Source: an optimization exercise on an open RTL-to-GDS flow (aim: small area, a short achievable clock period and few clock cycles per item). Production flows keep margins and buffers that such runs may drop. Where RTL was checked, it was by simulation tests only, not by an equivalence proof against the original. Power and IR drop assume default switching activity.

== run 1 ==
// ascii_arith_command_interpreter
module ascii_arith_command_interpreter (
   input  logic        clock,
   input  logic        reset,
   input  logic        req_valid,
   output logic        req_ready,
   input  logic [7:0]  req_byte_req,
   output logic        rsp_valid,
   input  logic        rsp_ready,
   output logic [2:0]  rsp_status,
   output logic [31:0] rsp_value
);
Size: about 1100 cells after synthesis, ~140 flip-flops, ~49 I/O pins.
==> flow/config.mk <==
export PLATFORM = sky130hd
export DESIGN_NAME = ascii_arith_command_interpreter
export DESIGN_NICKNAME = ascii_arith_command_interpreter
export VERILOG_FILES = /design/flow/design.v
export SDC_FILE = /design/flow/constraint.sdc
export NUM_CORES = 4
export LEC_CHECK = 0
export CAP_MARGIN = 20
export CORE_MARGIN = 2
export CORE_UTILIZATION = 40
export SLEW_MARGIN = 20
==> flow/constraint.sdc <==
create_clock -name core_clock -period 10.0 [get_ports {clock}]
set_input_delay 2.0000 -clock core_clock [delete_from_list [all_inputs] [get_ports {clock}]]
set_output_delay 2.0000 -clock core_clock [all_outputs]
set_load 0.01 [all_outputs]
standard.sh (not shown) runs the stock make flow with config.mk's settings and CLKGATE_MAP_FILE= SYNTH_SCRIPT=/design/flow/synth_recipe.tcl, a recipe that flattens the netlist after the stock synthesis.
==> flow/flow/run.sh <==
#!/bin/bash
bash standard.sh SETUP_SLACK_MARGIN=6.8 finish > standard.log 2>&1
Testbench counts of run 1, summed over its fixed seeds: cycles 85,220, lines 3,200.
diff inputs: run 1 => run 2
Settings: an added CTS_CLUSTER_SIZE of 30.
==> flow/flow/run.sh <==
#!/bin/bash
# Standard layout with a deeper setup repair target; tool output goes to standard.log here.
bash standard.sh SETUP_SLACK_MARGIN=7 finish > standard.log 2>&1
Results
The flow did not stop early for run 2: all stages ran, and the layout cleared the timing, DRC and antenna checks.
Total power of run 2 is lower than that of run 1.
The global-route track usage on met2 was comparable across run 1 and run 2.
Placement-stage cell area essentially unchanged between run 1 and run 2.
Run 2 vs run 1: layout buffer count excluding clock buffers up in run 2
In terms of number of multi-input combinational cells in the layout, run 1 and run 2 differ only marginally.
Summary — post-cts sizing count, run 2 relative to run 1: higher, by 123.
Here is what was changed in the inputs of run 3 compared with run 2.
Settings: CTS_CLUSTER_SIZE no longer set, was 30; CORE_UTILIZATION now 50, was 40.
## What came out
Run 3 vs run 2 — transition at the pin with the smallest max-transition slack rose 250 ps.
Count of standard-cell rows (run 3 vs. run 2) decreases by a little under 10%
Run 3 against run 2: finished layout cell area level, relative slew slack moved down.

---

## job 9521
The RTL this note starts from:
==> flow/design.v <==
package aaci_pkg;
   localparam logic [1:0] CMD_ADD = 2'd0;
   localparam logic [1:0] CMD_SUB = 2'd1;
   localparam logic [1:0] CMD_MUL = 2'd2;
   localparam logic [1:0] CMD_BYE = 2'd3;
   localparam logic [2:0] ST_OK       = 3'd0;
   localparam logic [2:0] ST_BAD_CMD  = 3'd1;
   localparam logic [2:0] ST_FEW_ARGS = 3'd2;
   localparam logic [2:0] ST_MANY     = 3'd3;
   localparam logic [2:0] ST_BAD_IN   = 3'd4;
   localparam logic [2:0] ST_BYE      = 3'd5;
   localparam logic [2:0] ST_OVERFLOW = 3'd6;
endpackage
module ascii_arith_command_interpreter (
   input  logic        clock,
   input  logic        reset,
   input  logic        req_valid,
   output logic        req_ready,
   input  logic [7:0]  req_byte_req,
   output logic        rsp_valid,
   input  logic        rsp_ready,
   output logic [2:0]  rsp_status,
   output logic [31:0] rsp_value
);
   localparam logic [1:0] CMD_ADD = 2'd0;
   localparam logic [1:0] CMD_SUB = 2'd1;
   localparam logic [1:0] CMD_MUL = 2'd2;
   localparam logic [1:0] CMD_BYE = 2'd3;
   localparam logic [2:0] ST_OK       = 3'd0;
   localparam logic [2:0] ST_BAD_CMD  = 3'd1;
   localparam logic [2:0] ST_FEW_ARGS = 3'd2;
   localparam logic [2:0] ST_MANY     = 3'd3;
   localparam logic [2:0] ST_BAD_IN   = 3'd4;
   localparam logic [2:0] ST_BYE      = 3'd5;
   localparam logic [2:0] ST_OVERFLOW = 3'd6;
   logic        v_ff;
   logic [7:0]  b_ff;
   logic        ign_ff;       
   logic [7:0]  len_ff;       
   logic [3:0]  pos_ff;       
   logic [1:0]  cmd_ff;       
   logic        alive_ff;     
   logic        nul_ff;
   logic [2:0]  spc_ff;       
   logic        badin_ff;     
   logic        lastsp_ff;    
   logic [31:0] r_ff, t_ff;
   logic        rv_ff;
   logic [2:0]  st_ff;
   logic is_nl, is_sp, is_dig, is_nul, len_full, hold, go, lend;
   logic spc0, first, mul, sub, word_end_ok;
   logic [3:0] name_len;
   logic [7:0] name_chr;
   logic [2:0] status;
   logic [3:0] d;
   assign is_nl    = b_ff == 8'd10;
   assign is_sp    = b_ff == 8'd32;
   assign is_nul   = b_ff == 8'd0;
   assign is_dig   = b_ff[7:4] == 4'h3 && (!b_ff[3] || b_ff[2:1] == 2'b00);
   assign len_full = &len_ff;
   assign d        = b_ff[3:0];
   assign hold      = rv_ff && (is_nl || is_sp || len_full);
   assign go        = v_ff && !hold;
   assign req_ready = !(v_ff && hold);
   assign lend      = go && !ign_ff && (is_nl || len_full);
   assign spc0  = spc_ff == 3'd0;
   assign first = spc_ff == 3'd1;
   assign mul   = cmd_ff == CMD_MUL;
   assign sub   = cmd_ff == CMD_SUB;
   always_comb begin
      unique case (cmd_ff)
         CMD_ADD: name_len = 4'd3;
         CMD_SUB: name_len = 4'd8;
         CMD_MUL: name_len = 4'd8;
         default: name_len = 4'd3;
      endcase
      name_chr = 8'd0;
      unique case (cmd_ff)
         CMD_ADD: case (pos_ff)
            4'd1: name_chr = "d";
            4'd2: name_chr = "d";
            default: ;
         endcase
         CMD_SUB: case (pos_ff)
            4'd1: name_chr = "u";
            4'd2: name_chr = "b";
            4'd3: name_chr = "t";
            4'd4: name_chr = "r";
            4'd5: name_chr = "a";
            4'd6: name_chr = "c";
            4'd7: name_chr = "t";
            default: ;
         endcase
         CMD_MUL: case (pos_ff)
            4'd1: name_chr = "u";
            4'd2: name_chr = "l";
            4'd3: name_chr = "t";
            4'd4: name_chr = "i";
            4'd5: name_chr = "p";
            4'd6: name_chr = "l";
            4'd7: name_chr = "y";
            default: ;
         endcase
         default: case (pos_ff)
            4'd1: name_chr = "y";
            4'd2: name_chr = "e";
            default: ;
         endcase
      endcase
   end
   assign word_end_ok = alive_ff && pos_ff == name_len;
   always_comb begin
      if (nul_ff)
         status = ST_BAD_CMD;
      else if (spc_ff == 3'd5)
         status = ST_MANY;
      else if (spc0 ? !word_end_ok : !alive_ff)
         status = ST_BAD_CMD;
      else if (cmd_ff == CMD_BYE)
         status = ST_BYE;
      else if (spc_ff < 3'd2)
         status = ST_FEW_ARGS;
      else if (badin_ff || lastsp_ff)
         status = ST_BAD_IN;
      else
         status = ST_OK;
      if (!is_nl)
         status = ST_OVERFLOW;
   end
   logic        ps2, ps4, ps8, qs1, qs2, qsn;
   logic [31:0] p, q, e, sum;
   always_comb begin
      ps2 = 1'b0; ps4 = 1'b0; ps8 = 1'b0; qs1 = 1'b0; qs2 = 1'b0; qsn = 1'b0;
      if (first) begin
         e = {28'd0, d};
      end else if (mul) begin
         unique case (d)
            4'd1: qs1 = 1'b1;
            4'd2: ps2 = 1'b1;
            4'd3: begin ps2 = 1'b1; qs1 = 1'b1; end
            4'd4: ps4 = 1'b1;
            4'd5: begin ps4 = 1'b1; qs1 = 1'b1; end
            4'd6: begin ps4 = 1'b1; qs2 = 1'b1; end
            4'd7: begin ps8 = 1'b1; qs1 = 1'b1; qsn = 1'b1; end
            4'd8: ps8 = 1'b1;
            4'd9: begin ps8 = 1'b1; qs1 = 1'b1; end
            default: ;
         endcase
         e = {31'd0, qsn};
      end else begin
         ps8 = 1'b1;
         qs1 = 1'b1;
         e = sub ? 32'd9 - {28'd0, d} : 32'd9 + {28'd0, d};
      end
      p = ({t_ff[30:0], 1'b0} & {32{ps2}}) | ({t_ff[29:0], 2'b0} & {32{ps4}})
        | ({t_ff[28:0], 3'b0} & {32{ps8}});
      q = ((t_ff & {32{qs1}}) | ({t_ff[30:0], 1'b0} & {32{qs2}})) ^ {32{qsn}};
      sum = {r_ff[28:0], 3'b0} + {r_ff[30:0], 1'b0} + p + q + e;
   end
   always_ff @(posedge clock) begin
      if (req_ready) begin
         b_ff <= req_byte_req;
      end
   end
   always_ff @(posedge clock) begin
      if (reset) begin
         v_ff      <= 1'b0;
         rv_ff     <= 1'b0;
         ign_ff    <= 1'b0;
         len_ff    <= '0;
         pos_ff    <= '0;
         cmd_ff    <= CMD_ADD;
         alive_ff  <= 1'b1;
         nul_ff    <= 1'b0;
         spc_ff    <= '0;
         badin_ff  <= 1'b0;
         lastsp_ff <= 1'b0;
      end else begin
         if (req_ready) begin
            v_ff <= req_valid;
         end
         if (rsp_ready) begin
            rv_ff <= 1'b0;
         end
         if (go) begin
            if (ign_ff) begin
               ign_ff <= !is_nl;
            end else if (lend) begin
               rv_ff     <= 1'b1;
               ign_ff    <= !is_nl;
               len_ff    <= '0;
               pos_ff    <= '0;
               cmd_ff    <= CMD_ADD;
               alive_ff  <= 1'b1;
               nul_ff    <= 1'b0;
               spc_ff    <= '0;
               badin_ff  <= 1'b0;
               lastsp_ff <= 1'b0;
            end else begin
               len_ff    <= len_ff + 8'd1;
               lastsp_ff <= is_sp;
               if (is_nul) begin
                  nul_ff <= 1'b1;
               end
               if (is_sp) begin
                  if (spc0) begin
                     alive_ff <= word_end_ok;
                  end else if (lastsp_ff) begin
                     badin_ff <= 1'b1;
                  end
                  if (spc_ff != 3'd5) begin
                     spc_ff <= spc_ff + 3'd1;
                  end
               end else if (spc0) begin
                  pos_ff <= pos_ff + 4'd1;
                  if (pos_ff == 4'd0) begin
                     alive_ff <= alive_ff && (b_ff == "a" || b_ff == "s" || b_ff == "m" || b_ff == "b");
                     cmd_ff   <= b_ff[4] ? CMD_SUB : b_ff[3] ? CMD_MUL : b_ff[1] ? CMD_BYE : CMD_ADD;
                  end else if (pos_ff >= name_len || b_ff != name_chr) begin
                     alive_ff <= 1'b0;
                  end
               end else if (!is_dig) begin
                  badin_ff <= 1'b1;
               end
            end
         end
      end
   end
   always_ff @(posedge clock) begin
      if (lend) begin
         st_ff <= status;
      end
   end
   always_ff @(posedge clock) begin
      if (go && !ign_ff) begin
         if (lend) begin
            if (status != ST_OK) begin
               r_ff <= '0;
            end
         end else if (is_sp) begin
            if (spc0) begin
               r_ff <= '0;
            end else if (spc_ff != 3'd5) begin
               t_ff <= mul ? r_ff : ~r_ff;
               if (mul) begin
                  r_ff <= '0;
               end
            end
         end else if (is_dig && !spc0) begin
            r_ff <= sum;
         end
      end
   end
   assign rsp_valid  = rv_ff;
   assign rsp_status = st_ff;
   assign rsp_value  = r_ff;
endmodule
Settings: LEC_CHECK=0, CAP_MARGIN=20, CORE_MARGIN=2, CORE_UTILIZATION=40, SETUP_SLACK_MARGIN=5, SLEW_MARGIN=20; clock period 10.0 ns.
run.sh (not shown) runs the stock make flow with config.mk's settings and CLKGATE_MAP_FILE= SYNTH_SCRIPT=/design/flow/synth_recipe.tcl, a recipe that flattens the netlist after the stock synthesis.
Stock flow here: none of the scripts above is used.
Job 9521 finished end to end and its layout was clean on timing, DRC and antenna.
Input changes introduced in job 7346 (baseline for comparison: job 9521):
Settings: SETUP_SLACK_MARGIN removed (was 5).
==> flow/flow/run.sh (new file) <==
#!/bin/bash
# Standard layout; each tool's output goes to a log file in this folder.
bash standard.sh > standard.log 2>&1
==> flow/standard.sh (new file) <==
#!/bin/bash
# synth_recipe.tcl (not shown) runs the flow's synth.tcl, then flattens the netlist and writes it again
# the make line also repeats each setting of config.mk as NAME=value (left out here)
make -C /OpenROAD-flow-scripts/flow DESIGN_CONFIG=/design/flow/config.mk WORK_HOME=/design/flow/orfs CLKGATE_MAP_FILE= SYNTH_SCRIPT=/design/flow/synth_recipe.tcl "${@:-finish}"
removed: flow/run.sh
==> comparison <==
Job 7346 went all the way through the flow, and no timing, DRC or antenna check failed.
Share of the synthesized area in compound gates (AO/OA/AOI/OAI): job 7346 vs job 9521, no meaningful difference
Job 7346 — final worst-path setup slack 1.78 ns lower, job 9521 as reference
Re via density per instance: job 7346 and job 9521 aren't equal, and the higher value belongs to job 9521.
Looking at fmax, job 7346 sits below job 9521.
Per the comparison of job 7346 with job 9521, measured slew at the worst slew-check pin saw an increase; routed wire length went down by about 13%.
In job 7346, the headroom to the max-slew limit came out 7.0 points below the value in job 9521.
Delta (job 7346 minus job 9521): average detailed-routed wire length per instance now sits lower, smallest hold slack up 0.016 ns, sequential power share climbed 2.6 points.
No run of this note included a check of the RTL's function; only the layout flow was run.

## separate check: timing with driven ports
How much do the figures lean on ideal ports? The routed layouts below were timed once more, with nothing changed but the port constraints.
Step 1 (the two cells are an assumption about what drives the block):
set clk [get_ports {clock}]
set_driving_cell -lib_cell sky130_fd_sc_hd__clkbuf_16 $clk
set_driving_cell -lib_cell sky130_fd_sc_hd__buf_2 [delete_from_list [all_inputs] $clk]
Step 2, shift: input delay + t, output delay - t, t = (earliest + latest rising clock arrival at the registers) / 2. This alone moves slack from input paths to output paths.
Slacks: ideal ports / drivers / drivers and shift; pairs: ideal ports / drivers.
run | t (ns) | setup slack, ns | worst setup path at the end
run 1 | 0.482 | 6.828 / 6.776 / 6.428 | input to register
run 2 | 0.486 | 6.915 / 6.864 / 6.568 | input to register
run 3 | 0.477 | 6.936 / 6.888 / 6.601 | input to register
job 9521 | 0.400 | 4.930 / 4.930 / 4.930 | register to register
job 7346 | 0.409 | 3.149 / 3.149 / 3.149 | register to register
After both steps setup and hold are still met in every run listed. For run 1, which loses most, drivers alone change the setup slack by -0.052 ns; drivers and shift together by -0.400 ns.
